Background: an optimization exercise with open tools, aiming at small area. Do not read the settings as production practice. In this exercise RTL edits were held to simulation tests only and were not proved equivalent to the original. Power is estimated from default activity; no workload was simulated.

===== design/flow/config.mk =====
export PLATFORM = sky130hd
export DESIGN_NAME = servo_recipe_pwm_sequencer
export DESIGN_NICKNAME = servo_recipe_pwm_sequencer
export VERILOG_FILES = /design/flow/design.v
export SDC_FILE = /design/flow/constraint.sdc
export NUM_CORES = 4
export LEC_CHECK = 0
export CAP_MARGIN = 20
export CORE_MARGIN = 2
export CORE_UTILIZATION = 40
export SLEW_MARGIN = 20

===== design/flow/constraint.sdc =====
create_clock -name core_clock -period 9.0 [get_ports {clk}]
set_input_delay 1.8000 -clock core_clock [delete_from_list [all_inputs] [get_ports {clk}]]
set_output_delay 1.8000 -clock core_clock [all_outputs]
set_load 0.01 [all_outputs]

===== design/flow/design.v =====
package srps_pkg;
  localparam int RECIPE_DEPTH_DEF = 32;
  localparam int PER_W    = 20;
  localparam int OFS_W    = 16;
  localparam int STEP_W   = 15;
  localparam int UNIT_W   = 19;
  localparam int SETTLE_W = 19;
  localparam int WAIT_W   = 24;
  localparam int POS_W    = 5;
  localparam int BYTE_W   = 8;
  localparam int ARG_W    = 5;
  localparam int ROP_W    = 3;
  localparam int RIDX_W   = 6;
  localparam int WADDR_W  = 5;
  localparam int CFG_AW   = 5;
  localparam int CFG_DW   = 32;
  localparam int REGSEL_W = 3;
  localparam logic [1:0] ITEM_WRITE   = 2'd0;
  localparam logic [1:0] ITEM_TICK    = 2'd1;
  localparam logic [1:0] ITEM_RESTART = 2'd2;
  localparam logic [ROP_W-1:0] OP_HALT       = 3'd0;
  localparam logic [ROP_W-1:0] OP_MOV        = 3'd1;
  localparam logic [ROP_W-1:0] OP_WAIT       = 3'd2;
  localparam logic [ROP_W-1:0] OP_LOOP_START = 3'd4;
  localparam logic [ROP_W-1:0] OP_END_LOOP   = 3'd5;
  localparam logic [REGSEL_W-1:0] REG_PERIOD = 3'd0;
  localparam logic [REGSEL_W-1:0] REG_OFFSET = 3'd1;
  localparam logic [REGSEL_W-1:0] REG_STEP   = 3'd2;
  localparam logic [REGSEL_W-1:0] REG_UNIT   = 3'd3;
  localparam logic [REGSEL_W-1:0] REG_SETTLE = 3'd4;
  localparam logic [PER_W-1:0]    PERIOD_RST = 20'd20000;
  localparam logic [OFS_W-1:0]    OFFSET_RST = 16'd388;
  localparam logic [STEP_W-1:0]   STEP_RST   = 15'd400;
  localparam logic [UNIT_W-1:0]   UNIT_RST   = 19'd100000;
  localparam logic [SETTLE_W-1:0] SETTLE_RST = 19'd200000;
  localparam logic [PER_W-1:0]    PW_MAX     = 20'hFFFFF;
  typedef struct packed {
    logic [1:0]         opcode;
    logic [WADDR_W-1:0] write_address;
    logic [BYTE_W-1:0]  write_byte;
  } in_item_t;
  typedef struct packed {
    logic              pwm_level;
    logic [POS_W-1:0]  position;
    logic [RIDX_W-1:0] recipe_index;
    logic [ARG_W-1:0]  loop_remaining;
    logic              halted;
    logic              waiting;
  } out_item_t;
  function automatic logic [24:0] rc_add(input logic [23:0] a, input logic [23:0] b,
                                         input logic cin);
    logic c;
    logic [24:0] s;
    c = cin;
    for (int i = 0; i < 24; i++) begin
      s[i] = a[i] ^ b[i] ^ c;
      c    = (a[i] & b[i]) | (a[i] & c) | (b[i] & c);
    end
    s[24] = c;
    rc_add = s;
  endfunction
  function automatic logic rc_lt(input logic [23:0] a, input logic [23:0] b);
    logic c;
    c = 1'b0;
    for (int i = 0; i < 24; i++) begin
      c = (~a[i] & b[i]) | (~(a[i] ^ b[i]) & c);
    end
    rc_lt = c;
  endfunction
  function automatic logic [24:0] rc_inc(input logic [23:0] a);
    logic c;
    logic [24:0] s;
    c = 1'b1;
    for (int i = 0; i < 24; i++) begin
      s[i] = a[i] ^ c;
      c    = a[i] & c;
    end
    s[24] = c;
    rc_inc = s;
  endfunction
  function automatic logic [23:0] rc_dec(input logic [23:0] a);
    logic c;
    logic [23:0] s;
    c = 1'b1;
    for (int i = 0; i < 24; i++) begin
      s[i] = a[i] ^ c;
      c    = ~a[i] & c;
    end
    rc_dec = s;
  endfunction
endpackage
module servo_recipe_pwm_sequencer #(
  parameter int RECIPE_DEPTH = srps_pkg::RECIPE_DEPTH_DEF
) (
  input  logic                          clk,
  input  logic                          rst_n,
  input  logic                          in_valid,
  output logic                          in_ready,
  input  srps_pkg::in_item_t            in_data,
  output logic                          out_valid,
  input  logic                          out_ready,
  output srps_pkg::out_item_t           out_data,
  input  logic                          psel,
  input  logic                          penable,
  input  logic                          pwrite,
  input  logic [srps_pkg::CFG_AW-1:0]   paddr,
  input  logic [srps_pkg::CFG_DW-1:0]   pwdata,
  output logic [srps_pkg::CFG_DW-1:0]   prdata,
  output logic                          pready
);
  logic [19:0] period_r;
  logic [15:0] offset_r;
  logic [14:0] step_r;
  logic [18:0] unit_r;
  logic [18:0] settle_r;
  logic        cfg_we;
  logic [2:0]  reg_sel;
  assign pready  = 1'b1;
  assign cfg_we  = psel && penable && pwrite;
  assign reg_sel = paddr[4:2];
  always_ff @(posedge clk) begin
    if (!rst_n) begin
      period_r <= srps_pkg::PERIOD_RST;
      offset_r <= srps_pkg::OFFSET_RST;
      step_r   <= srps_pkg::STEP_RST;
      unit_r   <= srps_pkg::UNIT_RST;
      settle_r <= srps_pkg::SETTLE_RST;
    end else if (cfg_we) begin
      case (reg_sel)
        3'd0: period_r <= pwdata[19:0];
        3'd1: offset_r <= pwdata[15:0];
        3'd2: step_r   <= pwdata[14:0];
        3'd3: unit_r   <= pwdata[18:0];
        3'd4: settle_r <= pwdata[18:0];
        default: ;
      endcase
    end
  end
  always_comb begin
    case (reg_sel)
      3'd0:    prdata = {12'd0, period_r};
      3'd1:    prdata = {16'd0, offset_r};
      3'd2:    prdata = {17'd0, step_r};
      3'd3:    prdata = {13'd0, unit_r};
      3'd4:    prdata = {13'd0, settle_r};
      default: prdata = '0;
    endcase
  end
  logic [5:0]  cursor_r;
  logic [4:0]  loop_cnt_r;
  logic [4:0]  loop_head_r;
  logic [18:0] dly_o_r;
  logic [4:0]  dly_j_r;
  logic [4:0]  dly_n_r;
  logic [4:0]  pos_r;
  logic [19:0] pw_r;
  logic [19:0] cnt_r;
  logic        res_pend_r;
  logic        out_valid_r;
  srps_pkg::out_item_t out_r;
  logic load_out, acc, is_write, is_tick, is_restart;
  assign load_out   = res_pend_r && (!out_valid_r || out_ready);
  assign in_ready   = !res_pend_r || !out_valid_r || out_ready;
  assign acc        = in_valid && in_ready;
  assign is_write   = acc && (in_data.opcode == srps_pkg::ITEM_WRITE);
  assign is_tick    = acc && (in_data.opcode == srps_pkg::ITEM_TICK);
  assign is_restart = acc && (in_data.opcode == srps_pkg::ITEM_RESTART);
  logic [7:0]    wbyte;
  logic [6:0]    wcode;
  logic [6:0]    mem_r [32];
  logic [6:0]    rcode;
  assign wbyte = in_data.write_byte;
  always_comb begin
    case (wbyte[7:5])
      3'd0:    wcode = 7'b00_00000;
      3'd1:    wcode = {2'b01, wbyte[4:0]};
      3'd2:    wcode = {2'b10, wbyte[4:0]};
      3'd4:    wcode = {2'b11, wbyte[4:0]};
      3'd5:    wcode = 7'b00_00010;
      default: wcode = 7'b00_00001;
    endcase
  end
  always_ff @(posedge clk) begin
    for (int i = 0; i < 32; i++) begin
      if (!rst_n) begin
        mem_r[i] <= '0;
      end else if (is_write && in_data.write_address == 5'(i)) begin
        mem_r[i] <= wcode;
      end
    end
  end
  assign rcode = cursor_r[5] ? 7'd0 : mem_r[cursor_r[4:0]];
  logic       op_mov, op_wait, op_loop, op_end, halted;
  logic [4:0] arg;
  assign arg     = rcode[4:0];
  assign op_mov  = (rcode[6:5] == 2'b01);
  assign op_wait = (rcode[6:5] == 2'b10);
  assign op_loop = (rcode[6:5] == 2'b11);
  assign op_end  = (rcode[6:5] == 2'b00) && rcode[1];
  assign halted  = (rcode[6:5] == 2'b00) && !rcode[1] && !rcode[0];
  logic        waiting;
  logic        step_go;
  logic [4:0]  pos_nxt;
  logic [4:0]  pos_mov;
  logic [4:0]  trav_m1;
  logic [24:0] a_m_p;
  logic [24:0] p_m_a;
  logic [5:0]  cur_inc;
  logic [24:0] cur_inc_w;
  logic [23:0] dly_o_dec;
  logic [23:0] dly_j_dec;
  logic [23:0] loop_dec;
  assign waiting = (dly_o_r != '0);
  assign step_go = is_tick && !waiting && !halted;
  assign pos_mov = (!waiting && !halted && op_mov) ? arg : pos_r;
  assign pos_nxt = is_tick ? pos_mov : pos_r;
  assign a_m_p   = srps_pkg::rc_add({19'd0, arg}, {19'd0, ~pos_r}, 1'b0);
  assign p_m_a   = srps_pkg::rc_add({19'd0, pos_r}, {19'd0, ~arg}, 1'b0);
  assign trav_m1 = a_m_p[5] ? a_m_p[4:0] : p_m_a[4:0];
  assign cur_inc_w = srps_pkg::rc_inc({18'd0, cursor_r});
  assign cur_inc   = cur_inc_w[5:0];
  assign dly_o_dec = srps_pkg::rc_dec({5'd0, dly_o_r});
  assign dly_j_dec = srps_pkg::rc_dec({19'd0, dly_j_r});
  assign loop_dec  = srps_pkg::rc_dec({19'd0, loop_cnt_r});
  always_ff @(posedge clk) begin
    if (!rst_n) begin
      cursor_r    <= '0;
      loop_cnt_r  <= '0;
      dly_o_r     <= '0;
      dly_j_r     <= '0;
      dly_n_r     <= '0;
      pos_r       <= '0;
    end else begin
      pos_r <= pos_nxt;
      if (is_restart) begin
        cursor_r    <= '0;
        loop_cnt_r  <= '0;
        dly_o_r     <= '0;
      end
      if (is_tick) begin
        if (waiting) begin
          if (dly_j_r == '0) begin
            dly_o_r <= dly_o_dec[18:0];
            dly_j_r <= dly_n_r;
          end else begin
            dly_j_r <= dly_j_dec[4:0];
          end
        end else if (!halted) begin
          cursor_r <= cur_inc;
          if (op_mov) begin
            dly_o_r <= (arg == pos_r) ? 19'd0 : settle_r;
            dly_j_r <= trav_m1;
            dly_n_r <= trav_m1;
          end
          if (op_wait) begin
            dly_o_r <= unit_r;
            dly_j_r <= arg;
            dly_n_r <= arg;
          end
          if (op_loop) begin
            if (loop_cnt_r == '0) loop_cnt_r <= arg;
            loop_head_r <= cur_inc[4:0];
          end
          if (op_end && loop_cnt_r != '0) begin
            loop_cnt_r <= loop_dec[4:0];
            cursor_r   <= {1'b0, loop_head_r};
          end
        end
      end
    end
  end
  logic [19:0] eff_per;
  logic [24:0] cnt_inc;
  logic [24:0] pw_acc [6];
  logic [20:0] pw_sum;
  logic        wrap;
  assign eff_per = {period_r[19:1], period_r[0] | (period_r == '0)};
  assign cnt_inc = srps_pkg::rc_inc({4'd0, cnt_r});
  assign wrap    = cnt_inc[20] || !srps_pkg::rc_lt({4'd0, cnt_inc[19:0]}, {4'd0, period_r});
  assign pw_acc[0] = {9'd0, offset_r};
  for (genvar i = 0; i < 5; i++) begin : g_mul
    assign pw_acc[i+1] = srps_pkg::rc_add(pw_acc[i][23:0],
                                          {9'd0, step_r & {15{pos_mov[i]}}} << i, 1'b0);
  end
  assign pw_sum = pw_acc[5][20:0];
  always_ff @(posedge clk) begin
    if (!rst_n) begin
      pw_r  <= 20'(srps_pkg::OFFSET_RST);
      cnt_r <= '0;
    end else if (is_tick) begin
      if (wrap) begin
        cnt_r <= '0;
        pw_r  <= pw_sum[20] ? srps_pkg::PW_MAX : pw_sum[19:0];
      end else begin
        cnt_r <= cnt_inc[19:0];
      end
    end
  end
  always_ff @(posedge clk) begin
    if (!rst_n) begin
      res_pend_r  <= 1'b0;
      out_valid_r <= 1'b0;
    end else begin
      if (acc) begin
        res_pend_r <= 1'b1;
      end else if (load_out) begin
        res_pend_r <= 1'b0;
      end
      if (load_out) begin
        out_valid_r <= 1'b1;
      end else if (out_ready) begin
        out_valid_r <= 1'b0;
      end
    end
  end
  always_ff @(posedge clk) begin
    if (load_out) begin
      out_r.pwm_level      <= srps_pkg::rc_lt({4'd0, cnt_r}, {4'd0, pw_r}) ||
                              !srps_pkg::rc_lt({4'd0, pw_r}, {4'd0, eff_per});
      out_r.position       <= pos_r;
      out_r.recipe_index   <= cursor_r;
      out_r.loop_remaining <= loop_cnt_r;
      out_r.halted         <= halted;
      out_r.waiting        <= waiting;
    end
  end
  assign out_valid = out_valid_r;
  assign out_data  = out_r;
endmodule

===== design/flow/run.sh =====
#!/bin/bash
# synth_recipe.tcl (not shown) runs the flow's synth.tcl, then flattens the netlist and writes it again
# the make line also repeats each setting of config.mk as NAME=value (left out here)
make -C /OpenROAD-flow-scripts/flow DESIGN_CONFIG=/design/flow/config.mk WORK_HOME=/design/flow/orfs CLKGATE_MAP_FILE= SYNTH_SCRIPT=/design/flow/synth_recipe.tcl finish

==> out/summary.txt <==
DP Cell Count -> 3671
Top cells by count, synth -> nand2_1 (408), dfxtp_1 (400), a21oi_1 (234), nor2_1 (207), inv_1 (166)
Routed Antenna Nets -> 0
Total grt overflow -> 0
Core region area -> 59000 um^2
RR Endpoint -> pw_r[5]
Initial Util -> 40.4%
Origin of the worst setup path -> cursor_r[1]
Die H -> 248 um
Critical path fanouts, max -> 11
Status -> failed layout checks
Power per cell area -> 182 nW/um^2
Critical Path Start Type -> flip-flop
Post-Synth XOR/XNOR Area -> 0.184%
Cells after Synth -> 2786
Number of I/O port buffers -> 85
Post-Syn Area -> 23900 um^2
Fmax -> 81.1 MHz
ANT cells -> 0
Pre-CTS setup slack -> -3.79 ns
CTS Hold Bufs -> 0
Share of layout cells above drive strength 1 -> 17.6%
HPWL after DPL -> 61000 um
Vias -> 21702
Clock Pin Slew Worst Setup and Hold Paths -> 0.07 ns
Endpoint class of the critical path -> flip-flop
Clock Latency Late Sink -> 0.61 ns
CP Data Required Time -> 9.49 ns
Max Clock Skew -> 0.0259 ns
Pin count of the biggest net entering global routing -> 229
Post-synth ARST share -> 0%
Die area -> 61600 um^2
Wire per inst -> 22.5 um
Setup slack after layout -> -3.32 ns
Hold Path Class -> reg2reg
Final Non-Filler Cells -> 3766
Register bit count reported by yosys -> 424
Slowest cell on the critical path -> fa_2
WL final -> 84600 um
CP arrival -> 12.82 ns
Multiplexer share of the synthesized area -> 7.54%
Die Wd -> 248 um
Via-to-Cell Ratio -> 5.76
CTS buffer count -> 47
Largest family of logic cells by synthesized area -> simple AND/OR/NAND/NOR gates
First-pass DRT Iterations -> 6
Simple-gate area share of the yosys netlist -> 18.6%
Worst ir drop on vdd -> 0.000154 V
Gpl congestion -> 0.952
Relative slew slack -> 18.6%
Synth top area cells -> dfxtp_1 (34%), ha_1 (6.6%), fa_1 (6.5%)
Longest Clk Path Bufs -> 3
Final slew viol count -> 0
H-Tree Depth -> 2
CP endpoint -> pw_r[5]
Max Cap Viol -> 0
RSZ-0062 raised after global routing -> yes
Root Driver -> clkbuf_16
Hold Vio Cnt, Final -> 0
CTS tree -> built
DRC viols -> 0
Clock sink total -> 424
Initial DRC Count -> 2312
Launching point of the worst reg2reg path -> cursor_r[1]
Compound-Gate Fraction of Synth Area -> 17.3%
Number of global-route vias before repair -> 21013
First-pass GRT wire length -> 128000 um
I/O pin cnt -> 113
Most numerous cell in the Yosys netlist -> nand2_1
Cell accounting for the most synthesized area -> dfxtp_1
Register area share after synthesis -> 36.6%
R2R Setup Slk -> -3.32 ns
Layout check faults -> setup timing
Critical path class -> reg2reg
Crit path largest cell delay -> 0.55 ns
Yosys cell types -> 89
Worst-Margin Slew -> 1.22 ns
R2r worst-path depth -> 45
Commonest register cell after synthesis -> dfxtp_1
Synthesis-to-layout area growth -> 20.4%
Leakage -> 10.7 nW
Antenna violations before repair -> 2
Syn_area_per_cell -> 8.56 um^2
Fin util -> 48.7%
Rows -> 89
EDFF count, synth -> 24
Final min period -> 12.32 ns
Post-Synth Adder-Cell Area -> 13.1%
Final Cycle Share -> 137%
GRT Resource Usage Total -> 27.3%
Top-area cell type share of the netlist area -> 33.6%
YS warnings -> 3
Layout Nets -> 3217
Cell mode on critical path -> fa_2
Setup-failing EPs final -> 20
## worst min path at each step
stage,startpoint,end,slack (ns),cells past startpoint
after floorplan,cursor_r[5],out_r[12],0.41,0
after global placement,mem_r[26][0],mem_r[26][0],0.44,2
after detailed placement,mem_r[26][0],mem_r[26][0],0.45,2
after CTS,mem_r[16][3],mem_r[16][3],0.46,2
after global routing,mem_r[26][0],mem_r[26][0],0.47,2
final,mem_r[16][3],mem_r[16][3],0.46,2
## critical path, delay by kind of cell, from the launching register on
family / cells / cell delay [ns]
adders and majority gates: 25 / 8.96
AOI/OAI and AO/OA: 7 / 1.32
and+or+nand+nor: 5 / 0.65
buffers and inverters: 7 / 0.63
DFF: 1 / 0.38
muxes: 1 / 0.28
## area by class of cell
cell class                 count  area (um^2)
tap                          773          967
clock buffer                  64         1350
inverter                     168          646
clock inverter                22          249
sequential                   424         8740
timing repair buffer         326         2750
fill                        5641        30300
multi-input combinational   1989        14000
## per-layer routing
metal / up-vias / share of wire, % / track usage [%]
met5: - / 0 / 0
met4: 0 / 2.6 / 7.44
met3: 135 / 9.5 / 7.16
met2: 912 / 42 / 39.9
met1: 10601 / 46 / 39.4
li1: 10054 / - / -
## state kept, by name (all words and copies together) (netlist names), 6 cells and up
register	flops
cnt_r	20
cursor_r	6
dly_o_r	19
mem_r	224
offset_r	16
out_r	19
period_r	20
pw_r	20
settle_r	19
step_r	15
unit_r	19
## timing repair
action                                  in CTS  in global routing
gates resized for setup                     42                 15
endpoints found under the setup margin      20                 20
buffers inserted                             7                  1
cloned                                       1                  0
pin swaps                                   24                  5
## placed cells by master, fill, tap and decap left out, drive strengths merged, types with 29 or more instances in the layout
master / synthesis / layout
buf: 60 / 242
nand3: 146 / 146
inv: 167 / 171
nand2: 408 / 409
ha: 125 / 125
mux2: 29 / 29
clkbuf: 157 / 64
and2: 29 / 29
mux2i: 142 / 142
clkdlybuf4s50: 0 / 84
a211oi: 42 / 42
nor2: 210 / 210
o21ai: 107 / 107
fa: 77 / 77
a22oi: 56 / 56
a21oi: 235 / 235
nor2b: 45 / 45
dfxtp: 400 / 400
## through the flow
step	cell area [um^2]	setup TNS, ns	hold slack (ns)	power (mW)
6_report	28700	-65.26	0.457	5.24
3_3_place_gp	26900	-70.81	0.441	3.19
4_1_cts	28700	-65.01	0.456	5.24
3_5_place_dp	26900	-74.53	0.447	3.22
5_1_grt	28700	-74.00	0.466	5.48
2_1_floorplan	24200	-71.86	0.406	2.71
## logic make-up (layout without fill, tap and decap cells)
family,Yosys count,in the layout
and+or+nand+nor,956,957
other,2,13
xor gates and xnor gates,5,5
adders and majority gates,203,203
buffers and inverters,385,580
AOI/OAI and AO/OA,640,640
muxes,171,171
DFF,424,424
## power by group
part	internal [mW]	total [mW]	leakage, nW	switching, mW
logic	0.487	1.22	6.46	0.732
registers	1.95	2.00	3.46	0.0407
clock network	1.17	2.03	0.788	0.855

-- afterwards: timing with drivers on the ports --
No port has a modelled driver above. Below, the same layout with a new extraction and two added sets of constraints.
Step 1: set_driving_cell puts a clkbuf_16 on clk and a buf_2 on each other input, an assumption about the parent block.
Step 2 adds t to the input delays and takes it off the output delays; t is the mean of the earliest and latest rising clock arrival at the registers after step 1. Input paths then give back, and output paths get back, about the clock's delay inside the block.
Three values: ideal, step 1, step 2; two values: the first two.
shift t [ns]: 0.657
slack for setup (ns): -3.323 / -3.323 / -3.323
worst register clock-pin slew, ns: 0.07 / 0.07
worst slew at a driven data input, ns: 0.04
The setup slack of this run moves by 0.000 ns with the drivers and by 0.000 ns with both steps.
